Source: an optimization exercise on an open RTL-to-GDS flow (aim: small area, a short achievable clock period and few clock cycles per item). Production flows keep margins and buffers that such runs may drop.
RTL that was checked went through simulation tests only; none was proved equivalent to the original.
For run 1, only the layout was checked, not whether the RTL still works.
Power figures rest on the tool's default switching activity, not on a simulated workload.

==> flow/design.v (outline; a module is shown in full before it is edited, if it fits) <==
// module digitClassifier: 4194 lines
module digitClassifier
(
    input  logic      clk,
    input  logic      rst,
    input  logic      start,
    input  logic      wrEn,
    input  cnnDataPkg::memAddr_t  wrAddr,
    input  cnnDataPkg::pixel_t    wrData,
    output logic      busy,
    output logic      done,
    output cnnDataPkg::classIdx_t classIdx,
    output cnnDataPkg::score_t    bestScore
);
  // ...
==> flow/flow/run.sh <==
#!/bin/bash
set -euo pipefail
bash standard.sh SETUP_SLACK_MARGIN=7.5 finish > standard_make.log 2>&1
==> flow/standard.sh <==
#!/bin/bash
# synth_recipe.tcl (not shown) runs the flow's synth.tcl, then flattens the netlist and writes it again
# the make line also repeats each setting of config.mk as NAME=value (left out here)
make -C /OpenROAD-flow-scripts/flow DESIGN_CONFIG=/design/flow/config.mk WORK_HOME=/design/flow/orfs CLKGATE_MAP_FILE= SYNTH_SCRIPT=/design/flow/synth_recipe.tcl "${@:-finish}"
==> flow/config.mk <==
export PLATFORM = sky130hd
export DESIGN_NAME = digitClassifier
export DESIGN_NICKNAME = digitClassifier
export VERILOG_FILES = /design/flow/design.v
export SDC_FILE = /design/flow/constraint.sdc
export NUM_CORES = 4
export LEC_CHECK = 0
export CAP_MARGIN = 20
export CORE_MARGIN = 2
export CORE_UTILIZATION = 40
export SLEW_MARGIN = 20
==> flow/constraint.sdc <==
create_clock -name core_clock -period 10.0 [get_ports {clk}]
set_input_delay 2.0000 -clock core_clock [delete_from_list [all_inputs] [get_ports {clk}]]
set_output_delay 2.0000 -clock core_clock [all_outputs]
set_load 0.01 [all_outputs]
==> notes.md, run 1 <==
Seq group 9640 uW; # DRC 0; Starting Density 0.403; Post-Route M1 WL 93,900 um; router iterations before antenna repair 7; outcome complete, no violations; Clock net power 6710 uW; simple-gate share of the synthesized area 0.0600; final worst-path cycle share 0.421; DIE HEIGHT 445 um; total negative slack 0 ns; pwr/cell area 350 mW/mm^2; syn_area_per_cell 12.9 sq um; design area 0.0964 sq mm; CTS clk-pin slew, worst paths 0.06 ns; Die ar. 0.198 sq mm; Sink Count 1,625; Hold Vio Cnt, Final 0; P&R area growth vs syn 23.8%; final max-slew violation count 0; Seq pwr share 0.286; DR top layer met5; NetSw 13,400 uW; comb pwr 17,400 uW; DR vias 50.3k; EDFF count, synth about 940; RSZ-0062 raised after global routing yes; Yosys reg bits 1,625; Non-clock buffering overhead 0.0569; Worst Reg2Reg Path Length in Cells 14; area of the multi-input gates 0.0371 sq mm; static leakage 0.0368 uW; n_diodes 6
==> run 2: changes to the inputs <==
--- a/flow/design.v
+++ b/flow/design.v
@@ -49,75 +49,66 @@
     output logic      busy,
     output logic      done,
     output cnnDataPkg::classIdx_t classIdx,
     output cnnDataPkg::score_t    bestScore
 );
     logic                 wv;        
     cnnDataPkg::memAddr_t wa;        
     cnnDataPkg::pixel_t   wd;        
-    cnnDataPkg::pixel_t   wdm;       
     logic                 replay;    
     logic [5:0]           rcnt;      
-    logic                 rqv;       
     logic                 rv;        
-    logic [5:0]           rqa;
-    cnnDataPkg::pixel_t   rdq;
     cnnDataPkg::pixel_t   rdData;    
     always_ff @(posedge clk) begin
-        wv  <= wrEn && !busy;
-        rdq <= rdData;
-        rqa <= rcnt;
-        if (wrEn) begin
-            wdm <= wrData;
-        end
-        if (rqv) begin
-            wa <= {1'b0, rqa};
-            wd <= rdq;
+        wv <= wrEn && !busy;
+        if (replay) begin
+            wa <= {1'b0, rcnt};
+            wd <= rdData;
         end else begin
             wa <= wrAddr;
             wd <= wrData;
         end
     end
     cnnDataPkg::pixel_t pix [64];
     cnnDataPkg::pixel_t fc [36];
     logic [3:0] kOne [9];
     logic [3:0] kTwo [9];
     logic [3:0] kNeg [9];
     logic [3:0] wdOne;
     logic [3:0] wdTwo;
     logic [3:0] wdNeg;
-    assign wdOne[0] = wdm[0] ^ 1'b0;
-    assign wdTwo[0] = (wdm[1] & ~wdm[0] & ~1'b0) | (~wdm[1] & wdm[0] & 1'b0);
-    assign wdNeg[0] = wdm[1];
-    assign wdOne[1] = wdm[2] ^ wdm[1];
-    assign wdTwo[1] = (wdm[3] & ~wdm[2] & ~wdm[1]) | (~wdm[3] & wdm[2] & wdm[1]);
-    assign wdNeg[1] = wdm[3];
-    assign wdOne[2] = wdm[4] ^ wdm[3];
-    assign wdTwo[2] = (wdm[5] & ~wdm[4] & ~wdm[3]) | (~wdm[5] & wdm[4] & wdm[3]);
-    assign wdNeg[2] = wdm[5];
-    assign wdOne[3] = wdm[6] ^ wdm[5];
-    assign wdTwo[3] = (wdm[7] & ~wdm[6] & ~wdm[5]) | (~wdm[7] & wdm[6] & wdm[5]);
-    assign wdNeg[3] = wdm[7];
+    assign wdOne[0] = wd[0] ^ 1'b0;
+    assign wdTwo[0] = (wd[1] & ~wd[0] & ~1'b0) | (~wd[1] & wd[0] & 1'b0);
+    assign wdNeg[0] = wd[1];
+    assign wdOne[1] = wd[2] ^ wd[1];
+    assign wdTwo[1] = (wd[3] & ~wd[2] & ~wd[1]) | (~wd[3] & wd[2] & wd[1]);
+    assign wdNeg[1] = wd[3];
+    assign wdOne[2] = wd[4] ^ wd[3];
+    assign wdTwo[2] = (wd[5] & ~wd[4] & ~wd[3]) | (~wd[5] & wd[4] & wd[3]);
+    assign wdNeg[2] = wd[5];
+    assign wdOne[3] = wd[6] ^ wd[5];
+    assign wdTwo[3] = (wd[7] & ~wd[6] & ~wd[5]) | (~wd[7] & wd[6] & wd[5]);
+    assign wdNeg[3] = wd[7];
     always_ff @(posedge clk) begin
         for (int a = 0; a < 64; a++) begin
             if (wv && wa == 7'(0 + a)) begin
-                pix[a] <= wdm;
+                pix[a] <= wd;
             end
         end
         for (int t = 0; t < 9; t++) begin
             if (wv && wa == 7'(64 + t)) begin
                 kOne[t] <= wdOne;
                 kTwo[t] <= wdTwo;
                 kNeg[t] <= wdNeg;
             end
         end
         for (int a = 0; a < 36; a++) begin
             if (wv && wa == 7'(73 + a)) begin
-                fc[a] <= wdm;
+                fc[a] <= wd;
             end
         end
     end
     always_comb begin
         rdData = '0;
         for (int a = 0; a < 64; a++) begin
             if (rcnt == 6'(a)) begin
                 rdData = rdData | pix[a];
@@ -140,23 +131,21 @@
         end
     end
     assign accept = start && !busy;
     always_ff @(posedge clk or negedge rst) begin
         if (!rst) begin
             evPrev   <= 1'b0;
             passDone <= 1'b0;
             replay   <= 1'b0;
-            rqv      <= 1'b0;
             rv       <= 1'b0;
         end else begin
             evPrev   <= ev;
             passDone <= passDoneNext;
-            rqv      <= replay;
-            rv       <= rqv;
+            rv       <= replay;
             if (accept && !passDoneNext) begin
                 replay <= 1'b1;
             end else if (rcnt == 6'd63) begin
                 replay <= 1'b0;
             end
         end
     end
     always_ff @(posedge clk) begin
@@ -4077,27 +4066,22 @@
     cnnDataPkg::score_t best23;
     always_ff @(posedge clk or negedge rst) begin
         if (!rst) begin
             a2Final <= 1'b0;
         end else begin
             a2Final <= accFinal;
         end
     end
-    cnnDataPkg::score_t sc0, sc1, sc2, sc3;
     always_ff @(posedge clk) begin
-        sel01 <= s1gt0;
-        sel23 <= s3gt2;
-        sc0   <= score0;
-        sc1   <= score1;
-        sc2   <= score2;
-        sc3   <= score3;
+        sel01  <= s1gt0;
+        sel23  <= s3gt2;
+        best01 <= s1gt0 ? score1 : score0;
+        best23 <= s3gt2 ? score3 : score2;
     end
-    assign best01 = sel01 ? sc1 : sc0;
-    assign best23 = sel23 ? sc3 : sc2;
     logic selHi;
     logic selHi_g0, selHi_e0;
     assign selHi_g0 = (best23[0] & ~best01[0]);
     assign selHi_e0 = ~(best23[0] ^ best01[0]);
     logic selHi_g1, selHi_e1;
     assign selHi_g1 = (best23[1] & ~best01[1]);
     assign selHi_e1 = ~(best23[1] ^ best01[1]);
     logic selHi_g2, selHi_e2;
@@ -4208,17 +4192,17 @@
     logic selHi_g37, selHi_e37;
     assign selHi_g37 = selHi_g36 | (selHi_e36 & selHi_g35);
     assign selHi_e37 = selHi_e36 & selHi_e35;
     logic selHi_g38, selHi_e38;
     assign selHi_g38 = selHi_g34 | (selHi_e34 & selHi_g37);
     assign selHi_e38 = selHi_e34 & selHi_e37;
     assign selHi = selHi_g38;
     logic report;
-    assign report = busy && !done && !replay && !rqv && !rv && a2Final;
+    assign report = busy && !done && !replay && !rv && a2Final;
     always_ff @(posedge clk or negedge rst) begin
         if (!rst) begin
             busy <= 1'b0;
             done <= 1'b0;
         end else begin
             done <= report;
             if (accept) begin
                 busy <= 1'b1;
==> flow/flow/run.sh (replaced) <==
#!/bin/bash
set -euo pipefail
bash standard.sh SETUP_SLACK_MARGIN=6.5 finish > standard_make.log 2>&1
==> run 2 against run 1 <==
Final area shrank 7.2%. Sequential power grew 2.3%. Hold slack gained 0.039 ns. Global-route usage shrank 1.1 points. Core utilization shrank 2.9 points. Flip-flop and latch count shrank 63. Non-clock buffer count shrank 145. Clock power shrank 8.3%. Fmax shrank 1.4%. Count of clock-buffer cells in the layout grew 2.
==> notes.md, run 2 <==
outcome complete, no violations (unchanged); static leakage 0.0346 uW (was 0.0368 uW); DR vias 48.9k (was 50.3k); final core utilization 0.470 (was 0.499); crit-path max FO 15 (was 14); CP Class reg2reg (unchanged); CP required 10.70 ns (was 10.75 ns); Compound-Gate Fraction of Synth Area 0.107 (was 0.106); number of port buffers 42 (unchanged); vias in the first global route 48.9k (was 51.2k); most frequent cells in the layout 936 x edfxtp_1, 627 x inv_1, 560 x dfxtp_1, 510 x a22oi_1, 439 x fa_1 (was 944 x edfxtp_1, 586 x dfxtp_1, 486 x inv_1, 355 x a22oi_1, 345 x buf_4); total negative slack 0 ns (unchanged); commonest non-fill, non-tap cell in the layout edfxtp_1 (unchanged); total gr overflow 0 (unchanged); FILL cells 16.8k (was 16.3k); Final ANT Viol Nets 0 (unchanged); Comb pwr share 0.525 (was 0.515); distinct cell type count after synthesis 101 (was 70); Biggest register pix (unchanged); max-capacitance violation count 0 (unchanged); CTS clk-pin slew, worst paths 0.06 ns (about the same); Crit path max-delay family adder cells (unchanged); drt wl/cell 24.4 um (was 25.4 um); vias per cell 5.48 (was 5.49); Area contributors post-synth edfxtp_1 37%, dfxtp_1 16%, fa_1 12% (was edfxtp_1 36%, dfxtp_1 17%, fa_1 12%); Root Buffer clkbuf_16 (unchanged); achievable frequency 234 MHz (was 238 MHz); Slew HR 0.174 (was 0.212); io pins 43 (unchanged); pwr/cell area 377 mW/mm^2 (was 350 mW/mm^2); Hold Vio Cnt, Final 0 (unchanged); P&R area growth vs syn 16.8% (was 23.8%); Total Power 33,700 uW (about the same); RSZ-0062 raised after global routing yes (unchanged); # DRC 0 (unchanged); Seq pwr share 0.292 (was 0.286); Starting Density 0.403 (about the same); Final Net Count 7,088 (was 7,312); largest net degree at the start of global routing 93 (was 101); CP Launch Type flop (unchanged); final worst-path cycle share 0.427 (was 0.421); switch share 0.405 (was 0.397); Die ar. 0.195 sq mm (was 0.198 sq mm); Core Region 0.190 sq mm (was 0.193 sq mm); Yosys reg bits 1,562 (was 1,625); ys async rst share 0.00640 (was 0.00677); Clk pwr share 0.183 (was 0.199); Synth area leader edfxtp_1 (unchanged); CTS tree built (unchanged); Sink Count 1,562 (was 1,625); first-pass GRT wire length 321,000 um (was 340,000 um); worst vdd ir 0.597 mV (was 0.465 mV); Power Internal 20,100 uW (was 20,300 uW); number of buffers created by CTS 167 (was 172); DIE HEIGHT 441 um (was 445 um); Placed Area 0.0800 sq mm (was 0.0823 sq mm); post-synthesis mux area share 0.0113 (was 0.00881); GRT Total Usage 0.221 (was 0.232); die width 441 um (was 445 um); Post-Synth XOR/XNOR Area 0.0648 (was 0.0645); simple-gate share of the synthesized area 0.0600 (about the same); Max stage delay on crit path 0.55 ns (about the same); Iter 0 DRT Violations 5,203 (was 5,166); syn_area_per_cell 12.8 sq um (was 12.9 sq um); synthesized area 0.0765 sq mm (was 0.0778 sq mm); Synth top area share 0.367 (was 0.364); EDFF count, synth 936 (was 944); Hold WC Path Type reg2reg (unchanged); initial antenna violation count 8 (was 7); # hold bufs at CTS 0 (unchanged); NetSw 13,600 uW (was 13,400 uW); router iterations before antenna repair 8 (was 7); combinational family with the most area after synthesis adder cells (unchanged); Setup Viol. Count Final 0 (unchanged); Ys Warns 16 (unchanged); Rows 160 (was 161); sequential-to-total area share from yosys stat 0.532 (was 0.540); most instantiated library cell after synthesis edfxtp_1 (unchanged); Commonest cells post-synth 936 x edfxtp_1, 643 x inv_1, 616 x dfxtp_1 (was 944 x edfxtp_1, 670 x dfxtp_1, 628 x inv_1); crit path time final 4.27 ns (was 4.21 ns); number of flip-flops in the largest register 512 (unchanged); RD Place Congestion 0.949 (was 0.966); Regs by FF count pix: 512 flops, fc: 288 flops, lb: 112 flops (unchanged); Clock Latency Late Sink 0.83 ns (was 0.84 ns); Crit path buffers/inverters 2 (was 1); Post-DP HPWL 145,000 um (was 153,000 um); area of the multi-input gates 0.0338 sq mm (was 0.0371 sq mm); CP arrival 4.96 ns (was 4.95 ns); worst path cell trace a22oi_2 > xor2_2 > fa_1 > inv_1 > fa_2 > fa_2 > ha_4 > a21oi_4 > o21ai_4 > o31ai_4 > o21ai_4 > o41ai_4 > buf_4 > nor2b_4 > o21ai_1 > a21oi_1 (was a22oi_2 > xor2_1 > fa_1 > inv_1 > fa_1 > fa_1 > ha_4 > a21o_1 > a221o_1 > a22oi_2 > a211oi_2 > o31a_1 > nor2_1 > xnor2_1); WL final 217,000 um (was 233,000 um); skew final 0.0502 ns (was 0.0764 ns); final max-slew violation count 0 (unchanged); Reg area 0.0408 sq mm (was 0.0422 sq mm); Syn Inst Count 5,986 (was 6,045); slowest CP cell fa_1 (unchanged); adder-cell area share of the yosys netlist 0.178 (was 0.175); CTS max path bufs 3 (unchanged); layout cells sized above 1 0.165 (was 0.303); design area 0.0894 sq mm (was 0.0964 sq mm); crit end category flop (unchanged); Syn Nets 6,809 (was 6,868); CTS H-tree lvls 4 (unchanged); Main synth FF type edfxtp_1 (unchanged); worst slew pin tran 1.23 ns (was 1.18 ns)
run 2: changes by cell type after synthesis, moves of 16 or more:
| cell | before | now |
|---|---|---|
| nand2_1 | 146 | 163 |
| nor3_1 | 43 | 19 |
| dfxtp_1 | 670 | 616 |
| a221oi_1 | 90 | 68 |
| a22o_1 | 59 | 43 |
| mux2i_1 | 28 | 48 |
| a211oi_1 | 34 | 18 |
| o21ai_0 | 100 | 121 |
| nand3_1 | 95 | 78 |
run 2: cell type report:
cell class / count / share of cell area
multi-input combinational: 3477 / 0.378
inverter: 646 / 0.0271
sequential: 1562 / 0.457
tap: 2511 / 0.0351
clock buffer: 226 / 0.0518
clock inverter: 86 / 0.00952
timing repair buffer: 411 / 0.0417
antenna: 3 / 0.0000840
run 2: per-layer routing:
layer / up-vias / global-route usage / wire, um
li1: 21600 / - / -
met1: 24500 / 0.299 / 89600
met2: 2266 / 0.350 / 99800
met3: 498 / 0.0457 / 18800
met4: 6 / 0.0840 / 9100
met5: - / 0 / 40
run 2: cell families after synthesis:
family	Yosys count
and+or+nand+nor	919
adders and majority gates	804
AOI/OAI and AO/OA	1106
muxes	82
xor gates and xnor gates	566
DFF	1562
buffers and inverters	947
run 2: per-stage QoR:
| stage | hold WS [ns] | instances | setup WS, ns |
|---|---|---|---|
| 2_1_floorplan | 0.310 | 5986 | 5.40 |
| 3_5_place_dp | 0.312 | 8343 | 5.02 |
| 4_1_cts | 0.323 | 8857 | 5.80 |
| 3_3_place_gp | 0.310 | 8340 | 5.08 |
| 6_report | 0.318 | 8922 | 5.73 |
| 5_1_grt | 0.328 | 8920 | 5.58 |
run 2: worst paths after layout:
| path | startpoint | to | slack, ns | cells past startpoint |
|---|---|---|---|---|
| min in group asynchronous | rst | done | 1.53 | 1 |
| worst max-delay path | wd[5] | c1[17] | 5.73 | 16 |
| max in group asynchronous | rst | v1 | 8.12 | 1 |
| worst min register to register | lb[4][7] | lb[5][7] | 0.32 | 0 |
| worst max register to register | wd[5] | c1[17] | 5.73 | 16 |
| worst min-delay path | lb[4][7] | lb[5][7] | 0.32 | 0 |
run 2: what timing repair did:
| action | 4_1_cts | 5_1_grt |
|---|---|---|
| setup endpoints to repair | 154 | 110 |
| pin swaps | 128 | 130 |
| hold endpoints to repair | 0 | 0 |
| cloned | 4 | 1 |
| resized for setup | 240 | 173 |
| setup buffers | 198 | 59 |
run 2: power by group through the flow:
stage | Clock (uW) | Combinational [uW] | Sequential, uW
2_1_floorplan | 0 | 10400 | 9540
3_3_place_gp | 0 | 14600 | 10100
3_5_place_dp | 0 | 14900 | 10100
4_1_cts | 6240 | 16600 | 9830
5_1_grt | 6480 | 19800 | 9970
6_report | 6150 | 17700 | 9860
Testbench counts of run 2, summed over its fixed seeds: cycles 14,160, images 192.

[separate check: timing with driven ports]
How much do the figures lean on ideal ports? The routed layouts below were timed once more, with nothing changed but the port constraints.
Step 1: set_driving_cell puts a clkbuf_16 on clk and a buf_2 on each other input, an assumption about the parent block.
Step 2 also shifts input and output timing later by t, the mid clock arrival at the registers, as if the neighbouring blocks saw the same clock.
Three values: ideal ports, drivers, drivers and shift; two values: the first two.
| run | shift t [ns] | setup slack, ns | latest minus earliest clock arrival (ns) | worst data-port slew with drivers (ns) | cell pins on the clock port's net |
|---|---|---|---|---|---|
| run 1 | 0.889 | 5.793 / 5.793 / 5.793 | 0.079 / 0.079 | 0.05 | 1 |
| run 2 | 0.888 | 5.735 / 5.735 / 5.735 | 0.058 / 0.058 | 0.05 | 1 |
After both steps every run listed still meets setup and hold.
